From an optimization exercise on the open Yosys and OpenROAD flow, aimed at small area and a short achievable clock period; shortcuts taken in it are not production practice.
The RTL was checked by simulation tests, not by an equivalence proof against the original design.

**flow/config.mk**
```make
export PLATFORM = sky130hd
export DESIGN_NAME = fft8_top
export DESIGN_NICKNAME = fft8_top
export VERILOG_FILES = /design/flow/design.v
export SDC_FILE = /design/flow/constraint.sdc
export NUM_CORES = 4
export LEC_CHECK = 0
export CAP_MARGIN = 20
export CORE_MARGIN = 2
export CORE_UTILIZATION = 40
export SLEW_MARGIN = 20
```
**flow/constraint.sdc**
```tcl
create_clock -name core_clock -period 12.0 [get_ports {clk}]
set_input_delay 2.4000 -clock core_clock [delete_from_list [all_inputs] [get_ports {clk}]]
set_output_delay 2.4000 -clock core_clock [all_outputs]
set_load 0.01 [all_outputs]
```
**flow/design.v**
```verilog
package fft_pkg;
    localparam int FFT_N = 8;
    localparam int FFT_LOG2N = 3;
    localparam int DEF_DATA_W = 18;
    localparam int DEF_INT_W = 4;
    localparam logic signed [31:0] COS45_Q30 = 32'sd759250125;
endpackage
module fft_cmul
#(
    parameter int DATA_W = fft_pkg::DEF_DATA_W,
    parameter int FRAC_W = fft_pkg::DEF_DATA_W - fft_pkg::DEF_INT_W,
    parameter int TW_IDX = 0
) (
    input  logic signed [DATA_W-1:0] a_re,
    input  logic signed [DATA_W-1:0] a_im,
    output logic signed [DATA_W-1:0] p_re,
    output logic signed [DATA_W-1:0] p_im
);
    localparam int TW_W = FRAC_W + 2;
    localparam int PROD_W = DATA_W + TW_W + 1;
    localparam logic signed [TW_W-1:0] TW_ONE = TW_W'(2 ** FRAC_W);
    localparam logic signed [TW_W-1:0] TW_C = TW_W'(fft_pkg::COS45_Q30 >>> (30 - FRAC_W));
    localparam logic signed [TW_W-1:0] W_RE =
        (TW_IDX == 0) ? TW_ONE :
        (TW_IDX == 1) ? TW_C :
        (TW_IDX == 2) ? TW_W'(0) :
        -TW_C;
    localparam logic signed [TW_W-1:0] W_IM =
        (TW_IDX == 0) ? TW_W'(0) :
        (TW_IDX == 1) ? -TW_C :
        (TW_IDX == 2) ? -TW_ONE :
        -TW_C;
    logic signed [PROD_W-1:0] prod_re;
    logic signed [PROD_W-1:0] prod_im;
    logic signed [PROD_W-1:0] scaled_re;
    logic signed [PROD_W-1:0] scaled_im;
    assign prod_re = a_re * W_RE - a_im * W_IM;
    assign prod_im = a_re * W_IM + a_im * W_RE;
    assign scaled_re = prod_re >>> FRAC_W;
    assign scaled_im = prod_im >>> FRAC_W;
    assign p_re = scaled_re[DATA_W-1:0];
    assign p_im = scaled_im[DATA_W-1:0];
endmodule
module fft_dif_stage
#(
    parameter int DATA_W    = fft_pkg::DEF_DATA_W,
    parameter int FRAC_W    = fft_pkg::DEF_DATA_W - fft_pkg::DEF_INT_W,
    parameter int SPAN      = 4,
    parameter int TW_STRIDE = 1
) (
    input  logic                     clk,
    input  logic                     reset_n,
    input  logic                     in_valid,
    input  logic [fft_pkg::FFT_N-1:0][DATA_W-1:0] in_re,
    input  logic [fft_pkg::FFT_N-1:0][DATA_W-1:0] in_im,
    output logic                     out_valid,
    output logic [fft_pkg::FFT_N-1:0][DATA_W-1:0] out_re,
    output logic [fft_pkg::FFT_N-1:0][DATA_W-1:0] out_im
);
    localparam int N_PAIRS = fft_pkg::FFT_N / 2;
    logic [N_PAIRS-1:0][DATA_W-1:0] sum_re;
    logic [N_PAIRS-1:0][DATA_W-1:0] sum_im;
    logic [N_PAIRS-1:0][DATA_W-1:0] diff_re;
    logic [N_PAIRS-1:0][DATA_W-1:0] diff_im;
    wire [fft_pkg::FFT_N-1:0][DATA_W-1:0] nxt_re;
    wire [fft_pkg::FFT_N-1:0][DATA_W-1:0] nxt_im;
    for (genvar p = 0; p < N_PAIRS; p++) begin : g_pair
        localparam int GRP = p / SPAN;
        localparam int POS = p % SPAN;
        localparam int LO  = GRP * 2 * SPAN + POS;
        localparam int HI  = LO + SPAN;
        localparam int TW  = POS * TW_STRIDE;
        assign sum_re[p]  = in_re[LO] + in_re[HI];
        assign sum_im[p]  = in_im[LO] + in_im[HI];
        assign diff_re[p] = in_re[LO] - in_re[HI];
        assign diff_im[p] = in_im[LO] - in_im[HI];
        assign nxt_re[LO] = sum_re[p];
        assign nxt_im[LO] = sum_im[p];
        fft_cmul #(
            .DATA_W (DATA_W),
            .FRAC_W (FRAC_W),
            .TW_IDX (TW)
        ) u_cmul (
            .a_re (diff_re[p]),
            .a_im (diff_im[p]),
            .p_re (nxt_re[HI]),
            .p_im (nxt_im[HI])
        );
    end
    always_ff @(posedge clk) begin
        if (!reset_n) begin
            out_valid <= 1'b0;
            for (int i = 0; i < fft_pkg::FFT_N; i++) begin
                out_re[i] <= '0;
                out_im[i] <= '0;
            end
        end else begin
            out_valid <= in_valid;
            for (int i = 0; i < fft_pkg::FFT_N; i++) begin
                out_re[i] <= nxt_re[i];
                out_im[i] <= nxt_im[i];
            end
        end
    end
endmodule
module fft_8pt
#(
    parameter int DATA_W = fft_pkg::DEF_DATA_W,
    parameter int FRAC_W = fft_pkg::DEF_DATA_W - fft_pkg::DEF_INT_W
) (
    input  logic                     clk,
    input  logic                     reset_n,
    input  logic                     valid_in,
    input  logic [fft_pkg::FFT_N-1:0][DATA_W-1:0] x_re,
    input  logic [fft_pkg::FFT_N-1:0][DATA_W-1:0] x_im,
    output logic                     valid_out,
    output logic [fft_pkg::FFT_N-1:0][DATA_W-1:0] y_re,
    output logic [fft_pkg::FFT_N-1:0][DATA_W-1:0] y_im
);
    function automatic int bit_rev(input int idx);
        int rev;
        rev = 0;
        for (int b = 0; b < fft_pkg::FFT_LOG2N; b++) begin
            rev = (rev << 1) | ((idx >> b) & 1);
        end
        bit_rev = rev;
    endfunction
    logic                     s0_valid;
    logic [fft_pkg::FFT_N-1:0][DATA_W-1:0] s0_re;
    logic [fft_pkg::FFT_N-1:0][DATA_W-1:0] s0_im;
    logic                     s1_valid;
    logic [fft_pkg::FFT_N-1:0][DATA_W-1:0] s1_re;
    logic [fft_pkg::FFT_N-1:0][DATA_W-1:0] s1_im;
    logic                     s2_valid;
    logic [fft_pkg::FFT_N-1:0][DATA_W-1:0] s2_re;
    logic [fft_pkg::FFT_N-1:0][DATA_W-1:0] s2_im;
    fft_dif_stage #(
        .DATA_W    (DATA_W),
        .FRAC_W    (FRAC_W),
        .SPAN      (4),
        .TW_STRIDE (1)
    ) u_stage0 (
        .clk       (clk),
        .reset_n   (reset_n),
        .in_valid  (valid_in),
        .in_re     (x_re),
        .in_im     (x_im),
        .out_valid (s0_valid),
        .out_re    (s0_re),
        .out_im    (s0_im)
    );
    fft_dif_stage #(
        .DATA_W    (DATA_W),
        .FRAC_W    (FRAC_W),
        .SPAN      (2),
        .TW_STRIDE (2)
    ) u_stage1 (
        .clk       (clk),
        .reset_n   (reset_n),
        .in_valid  (s0_valid),
        .in_re     (s0_re),
        .in_im     (s0_im),
        .out_valid (s1_valid),
        .out_re    (s1_re),
        .out_im    (s1_im)
    );
    fft_dif_stage #(
        .DATA_W    (DATA_W),
        .FRAC_W    (FRAC_W),
        .SPAN      (1),
        .TW_STRIDE (4)
    ) u_stage2 (
        .clk       (clk),
        .reset_n   (reset_n),
        .in_valid  (s1_valid),
        .in_re     (s1_re),
        .in_im     (s1_im),
        .out_valid (s2_valid),
        .out_re    (s2_re),
        .out_im    (s2_im)
    );
    assign valid_out = s2_valid;
    for (genvar j = 0; j < fft_pkg::FFT_N; j++) begin : g_reorder
        localparam int BIN = bit_rev(j);
        assign y_re[BIN] = s2_re[j];
        assign y_im[BIN] = s2_im[j];
    end
endmodule
module fft8_top (
    input  logic           clk,
    input  logic           reset_n,
    input  logic           valid_in,
    input  logic [143:0]   x_re,
    input  logic [143:0]   x_im,
    output logic           valid_out,
    output logic [143:0]   y_re,
    output logic [143:0]   y_im
);
    fft_8pt u_fft (
        .clk       (clk),
        .reset_n   (reset_n),
        .valid_in  (valid_in),
        .x_re      (x_re),
        .x_im      (x_im),
        .valid_out (valid_out),
        .y_re      (y_re),
        .y_im      (y_im)
    );
endmodule
```
**flow/run.sh**
```bash
#!/bin/bash
# synth_recipe.tcl (not shown) runs the flow's synth.tcl, then flattens the netlist and writes it again
# the make line also repeats each setting of config.mk as NAME=value (left out here)
make -C /OpenROAD-flow-scripts/flow DESIGN_CONFIG=/design/flow/config.mk WORK_HOME=/design/flow/orfs CLKGATE_MAP_FILE= SYNTH_SCRIPT=/design/flow/synth_recipe.tcl finish
```
==> results by group <==
Outcome
  • Status: no timing/DRC/antenna violations

Placement
  • DPL Wire Length: 263300 um
  • Dpl ws: -0.4162 ns
  • PortBufs: 579
  • GPL Wtd Cong: 0.9560
  • Placed insts: 14456

Yosys
  • Asr flop ratio synth: 0%
  • Yosys warning count: 3
  • Seq cells post-synth: 847
  • EDFF count, synth: 0
  • Post-synthesis instance total: 10634
  • Sequential cell area fraction in the yosys report: 18.75%
  • Avg Cell Area, Syn: 8.506 um2
  • Post-synthesis cell area: 90450 um2
  • Post-synthesis cell type count: 96
  • Predominant post-synthesis flop cell: dfxtp_1

Critical path
  • Depth of the worst register-to-register path: 15
  • CP max-delay cell: fa_1
  • Critical Path Start Type: input pin
  • Most frequent CP cell: a21o_1
  • CP max stage delay: 0.53 ns
  • Reg2reg start: u_fft.u_stage0.out_re[72]$_SDFF_PN0_
  • Slack of the worst reg-to-reg path: 7.48 ns
  • Worst-path maximum fanout: 3
  • WP data required: 12.59 ns
  • Crit end category: flip-flop
  • CP Class: in -> reg
  • Worst Path Arrival: 12.05 ns
  • R2r endpoint: u_fft.u_stage1.out_re[124]$_SDFF_PN0_

Min path
  • Hold EP: u_fft.u_stage2.out_valid$_SDFF_PN0_
  • Hold Crit Start: u_fft.u_stage1.out_valid$_SDFF_PN0_
  • Hold Path Stages: 1
  • HP Class: reg -> reg

Timing
  • Fin. Hold Viols: 0
  • Finish-stage setup viols: 0
  • Min cycle time layout: 11.46 ns
  • Final max-slew violation count: 0
  • Total Neg Setup Slack: 0 ns
  • Fin worst setup slack: 0.5379 ns
  • Worst slew pin tran: 1.162 ns
  • Post-Route Skew: 0.04658 ns
  • Max frequency: 0.08724 GHz
  • Relative slew slack: 22.55%
  • Period utilization: 95.52%

Die
  • Die area: 230000 um2
  • # IOs: 580
  • # rows: 174
  • Core area: 224900 um2
  • Starting density of the core: 40.22%
  • Die Wd: 479.5 um
  • Die Span Y: 479.5 um

Clock network
  • Setup Buffers After CTS: 0
  • Hold_buf cts: 0
  • TritonCTS clock tree: built
  • Clk sinks: 847
  • Post-cts sizing count: 0
  • Cts bufs inserted: 98
  • Worst-path clk slew: 0.07 ns
  • Htree depth: 3
  • Clock latency (worst-skew pair): 0.77 ns
  • Clock Path Buffers: 3
  • Clock tree root driver cell: clkbuf_16

Drt
  • Drt first pass iters: 6
  • Initial DRC count: 4507
  • Vias/cell: 5.067
  • Drc violations: 0
  • Vias: 74244
  • Mean routed wirelength per cell: 20.76 um
  • Final ANT Viol Nets: 0
  • DRT Wirelength: 304200 um

Global route
  • Largest net degree at the start of global routing: 190
  • Vias in the first global route: 73712
  • Total congestion overflow: 0
  • GRT Overall Usage: 25.91%
  • First-pass GRT wire length: 453600 um
  • Antenna violations before repair: 24

Flow run
  • Max-cap violations: 0

Finish
  • Fraction of layout cells with a size suffix above 1: 6.929%
  • Final nets: 14148
  • Area Growth Syn to Fin: 17.89%
  • Non-Filler Instances: 14653
  • Util after Layout: 47.42%
registers in the layout (all words and copies together) (netlist names):
name and count:
u_fft.u_stage0.out_re 143, u_fft.u_stage0.out_im 141, u_fft.u_stage2.out_re 140, u_fft.u_stage1.out_im 142
u_fft.u_stage2.out_im 140, u_fft.u_stage0.out_valid 1, u_fft.u_stage1.out_re 138, u_fft.u_stage1.out_valid 1
u_fft.u_stage2.out_valid 1
through the flow:
stage | hold slack (ns) | cell area [um2]
5_1_grt | 0.4418 | 106600
6_report | 0.4346 | 106600
4_1_cts | 0.4372 | 106500
2_1_floorplan | 0.4119 | 90460
3_3_place_gp | 0.4177 | 103000
3_5_place_dp | 0.4203 | 103000
area by class of cell:
| cell class | count | area (um2) |
|---|---|---|
| antenna | 14 | 35.03 |
| sequential | 847 | 16960 |
| multi-input combinational | 7492 | 64980 |
| inverter | 2034 | 7655 |
| clock inverter | 68 | 937.1 |
| fill | 21752 | 118300 |
| timing repair buffer | 1091 | 9738 |
| tap | 2992 | 3744 |
| clock buffer | 115 | 2596 |
critical path: cells and delay by family:
kind	cells	cell delay, ns
compound gates	16	2.75
simple gates	2	0.20
xor+xnor	4	0.79
fa+ha+maj	11	4.34
buf+inv	12	1.56
synthesized netlist by cell type, types with 75 or more instances:
library cell | n | area share [%]
inv_1 | 2028 | 8.4
ha_1 | 1572 | 22
nor2_1 | 1040 | 4.3
dfxtp_1 | 847 | 19
fa_1 | 721 | 16
a21oi_1 | 666 | 3.7
xnor2_1 | 582 | 5.6
o21ai_0 | 518 | 2.9
nand2_1 | 311 | 1.3
nor3_1 | 275 | 1.5
clkbuf_1 | 221 | 0.92
xor2_1 | 175 | 1.7
or3_1 | 143 | 0.99
o21bai_1 | 140 | 1.2
nor2b_1 | 116 | 0.80
a21o_1 | 113 | 0.94
nand2b_1 | 102 | 0.71
nand3_1 | 100 | 0.55
and3_1 | 75 | 0.52
placed cells by master, fill, tap and decap left out, drive strengths merged, types with 15 or more instances in the layout:
cell type and instances:
o2111ai 17, xor2 175, a21boi 42, o21a 73, and2 50, ha 1572
nand4 52, nor3b 36, and3 75, nor2b 116, a2111oi 44, or3 144
nor2 1040, xnor2 584, fa 721, mux2i 46, nor4 40, o21bai 140
buf 513, or2 65, o21ai 525, nor3 276, clkdlybuf4s50 578, o41ai 66
nand2b 102, o211ai 20, nand3 101, a21oi 667, a211oi 74, o32ai 16
a21o 114, dfxtp 847, clkbuf 115, clkinv 29, nand2 311, clkinvlp 15
inv 2044, a31oi 63
cells by family (layout without fill, tap and decap cells):
family	after synthesis	in the layout	share of synthesized area, %
adders and majority gates	2300	2300	37.78
buffers and inverters	2296	3308	9.592
and+or+nand+nor	2430	2430	12.69
xor gates and xnor gates	762	762	7.454
AOI/OAI and AO/OA	1952	1952	13.22
muxes	46	46	0.5132
DFF	847	847	18.75
other	1	16	0.004146
how the worst max path moves through the flow:
| stage | startpoint | cells after the start | end | slack [ns] |
|---|---|---|---|---|
| after CTS | x_re[54] | 40 | u_fft.u_stage0.out_re[143]$_SDFF_PN0_ | 0.32 |
| final | x_re[18] | 45 | u_fft.u_stage0.out_re[107]$_SDFF_PN0_ | 0.54 |
| after global placement | x_re[54] | 40 | u_fft.u_stage0.out_re[143]$_SDFF_PN0_ | -0.53 |
| after global routing | x_re[54] | 40 | u_fft.u_stage0.out_re[143]$_SDFF_PN0_ | -0.006 |
| after floorplan | x_re[54] | 39 | u_fft.u_stage0.out_re[143]$_SDFF_PN0_ | 0.1 |
| after detailed placement | x_re[54] | 43 | u_fft.u_stage0.out_re[143]$_SDFF_PN0_ | -0.42 |
layer usage:
metal | up-vias | wire [um] | GRT usage, %
li1 | 36340 | - | -
met1 | 35860 | 141400 | 35.89
met2 | 1767 | 137500 | 42.23
met3 | 273 | 14810 | 2.617
met4 | 4 | 10460 | 8.387
met5 | - | 29 | 0

re-timing with driven ports:
How much do the figures lean on ideal ports? The routed layout below was timed once more, with nothing changed but the port constraints. Step 1 sets driving cells, clkbuf_16 on the clock port and buf_2 on the other inputs (assumed; they add their load-dependent delay and slew). Step 2 moves the port delays by t, midway between the first and last clock arrival at a register: inputs arrive t later, outputs are due t later. That takes back most of the time a late clock gives input paths. a / b / c = ideal / step 1 / step 2; a / b = the first two.
t (ns): 0.829
slack for setup (ns): 0.538 / 0.598 / -0.231
worst register clock-pin slew, ns: 0.07 / 0.07
cell pins on the clock port's net: 1
With both steps, setup timing fails in this run, where it was met with ideal ports. For this run, drivers alone change the setup slack by +0.060 ns; drivers and shift together by -0.769 ns.
